What follows belongs to an exercise in optimizing a design on an open flow for small area and a short achievable clock period; a production flow would make more cautious choices.
Where RTL was checked, it was by simulation tests only, not by an equivalence proof against the original.

==> module bbox_axis, before the edit <==
module bbox_axis (
    input  logic [23:0] v0,
    input  logic [23:0] v1,
    input  logic [23:0] v2,
    input  logic        l01,
    input  logic        l12,
    input  logic        l02,
    input  logic [23:0] lim,
    input  logic [2:0]  keep,
    output logic [23:0] lo,
    output logic [23:0] hi
);
    logic        m0, m1, m2, h0, h1, h2;
    logic [23:0] mn, mx, mask;
    assign m0 = ~l01 & ~l02;
    assign m1 = l01 & ~l12;
    assign m2 = ~m0 & ~m1;
    assign h2 = ~l12 & ~l02;
    assign h1 = ~h2 & ~l01;
    assign h0 = ~h2 & l01;
    assign mask = {14'h3fff, keep, 7'h0};
    assign mn = (({24{m0}} & v0) | ({24{m1}} & v1) | ({24{m2}} & v2)) & mask;
    assign mx = (({24{h0}} & v0) | ({24{h1}} & v1) | ({24{h2}} & v2)) & mask;
    assign lo = mn[23] ? 24'h0 : mn;
    assign hi = ($signed(mx) > $signed(lim)) ? lim : mx;
endmodule
==> flow/config.mk <==
export PLATFORM = sky130hd
export DESIGN_NAME = bbox_top
export DESIGN_NICKNAME = bbox_top
export VERILOG_FILES = /design/flow/design.v
export SDC_FILE = /design/flow/constraint.sdc
export NUM_CORES = 4
export LEC_CHECK = 0
export ABC_AREA = 1
export CAP_MARGIN = 20
export CORE_MARGIN = 2
export CORE_UTILIZATION = 40
export SLEW_MARGIN = 40
export TNS_END_PERCENT = 100
==> flow/constraint.sdc <==
create_clock -name core_clock -period 15.0 [get_ports {clk}]
set_input_delay 3.0000 -clock core_clock [delete_from_list [all_inputs] [get_ports {clk}]]
set_output_delay 3.0000 -clock core_clock [all_outputs]
set_load 0.01 [all_outputs]
standard.sh (not shown) runs the stock make flow with config.mk's settings and CLKGATE_MAP_FILE= SYNTH_SCRIPT=/design/flow/synth_recipe.tcl, a recipe that flattens the netlist after the stock synthesis.
==> flow/flow/run.sh <==
#!/bin/bash
set -euo pipefail
bash standard.sh SETUP_SLACK_MARGIN=10.5 finish > make.log 2>&1
The first run ran to the end with no violations.
Rerun with:
--- a/flow/design.v
+++ b/flow/design.v
@@ -13,5 +13,6 @@
 );
     logic        m0, m1, m2, h0, h1, h2;
-    logic [23:0] mn, mx, mask;
+    logic [23:0] mn, mask;
+    logic signed [23:0] mx, lim_s;
     assign m0 = ~l01 & ~l02;
     assign m1 = l01 & ~l12;
@@ -24,5 +25,6 @@
     assign mx = (({24{h0}} & v0) | ({24{h1}} & v1) | ({24{h2}} & v2)) & mask;
     assign lo = mn[23] ? 24'h0 : mn;
-    assign hi = ($signed(mx) > $signed(lim)) ? lim : mx;
+    assign lim_s = lim;
+    assign hi = (mx > lim_s) ? lim : mx;
 endmodule
 module bbox_extent (
After rerunning: The changed run ran to the end with no violations. Final cell count does not change. Design area does not change. Sequential share of layout area is unchanged. Worst setup slack is unchanged. Sequential cell count does not change. Via count stays the same. Hold slack does not change. Synthesized area stays the same.
Function not checked in the first run of this note: the RTL went through the layout flow alone.

--- another note on this design; it stands on its own ---

## lagoon
==> flow/design.v (excerpt) <==
module bbox_top (
    input  logic               clk,
    input  logic               rst_n,
    input  logic [143:0]       tri_in,
    input  logic               tri_valid,
    input  logic [47:0]        screen,
    input  logic [3:0]         ss_code,
    input  logic               hold,
    output logic [143:0]       out_tri,
    output logic [95:0]        out_box,
    output logic               out_valid
);
For scale: roughly 5700 cells after synthesis, roughly 440 I/O pins, roughly 0.061 mm2 of cells after synthesis.
==> flow/config.mk <==
export PLATFORM = sky130hd
export DESIGN_NAME = bbox_top
export DESIGN_NICKNAME = bbox_top
export VERILOG_FILES = /design/flow/design.v
export SDC_FILE = /design/flow/constraint.sdc
export NUM_CORES = 4
export LEC_CHECK = 0
export ABC_AREA = 1
export CAP_MARGIN = 20
export CORE_MARGIN = 2
export CORE_UTILIZATION = 55
export SLEW_MARGIN = 40
export TNS_END_PERCENT = 10
==> flow/constraint.sdc <==
create_clock -name core_clock -period 15.0 [get_ports {clk}]
set_input_delay 3.0000 -clock core_clock [delete_from_list [all_inputs] [get_ports {clk}]]
set_output_delay 3.0000 -clock core_clock [all_outputs]
set_load 0.01 [all_outputs]
standard.sh (not shown) runs the stock make flow with config.mk's settings and CLKGATE_MAP_FILE= SYNTH_SCRIPT=/design/flow/synth_recipe.tcl, a recipe that flattens the netlist after the stock synthesis.
==> flow/flow/run.sh <==
#!/bin/bash
set -euo pipefail
bash standard.sh SETUP_SLACK_MARGIN=10.5 MATCH_CELL_FOOTPRINT=0 \
  "BUFFER_PORTS_ARGS=-buffer_cell sky130_fd_sc_hd__buf_1" finish > make.log 2>&1
lagoon: PASS, flow complete, no timing, DRC or antenna violations
### lagoon -> juniper
Settings: changing CORE_UTILIZATION from 55 to 65.
--- outcome ---
- Diff lagoon..juniper | fraction of registers with async set/reset | unchanged
- Delta (juniper minus lagoon): highest clock frequency the design can meet has decreased.
- Lower met1 track demand over resource in global routing among juniper and lagoon: lagoon
- Relative to lagoon, number of cells in the design after placement decreased by 232 in juniper.
- juniper vs. lagoon: area enclosed by the die boundary decreased 0.017 mm2; post-layout instance count excluding filler cells -about 3%; tightest hold margin about even.
- Looking at juniper and lagoon, the met2 routed wirelength is a wash.

==> port drivers added, routing unchanged <==
The flow's constraints put no driver on any port. The routed layouts listed below were extracted and timed again, unchanged, in two steps.
Step 1, drivers: a clkbuf_16 drives clk and a buf_2 each remaining input, both assumed.
Step 2 moves the port delays by t, midway between the first and last clock arrival at a register: inputs arrive t later, outputs are due t later. That takes back most of the time a late clock gives input paths.
a / b / c = ideal / step 1 / step 2; a / b = the first two.
run	t, ns	setup slack, ns	latest minus earliest clock arrival (ns)	slew at the worst register clock pin (ns)
the first run of note 1	0.803	10.391 / 10.391 / 9.715	0.076 / 0.076	0.07 / 0.07
the second run of note 1	0.803	10.391 / 10.391 / 9.715	0.076 / 0.076	0.07 / 0.07
lagoon	0.755	10.467 / 10.501 / 9.761	0.048 / 0.048	0.07 / 0.07
juniper	0.752	10.378 / 10.429 / 9.677	0.042 / 0.042	0.07 / 0.07
After both steps every run listed still meets setup and hold. For lagoon, which loses most, drivers alone change the setup slack by +0.034 ns; drivers and shift together by -0.706 ns.
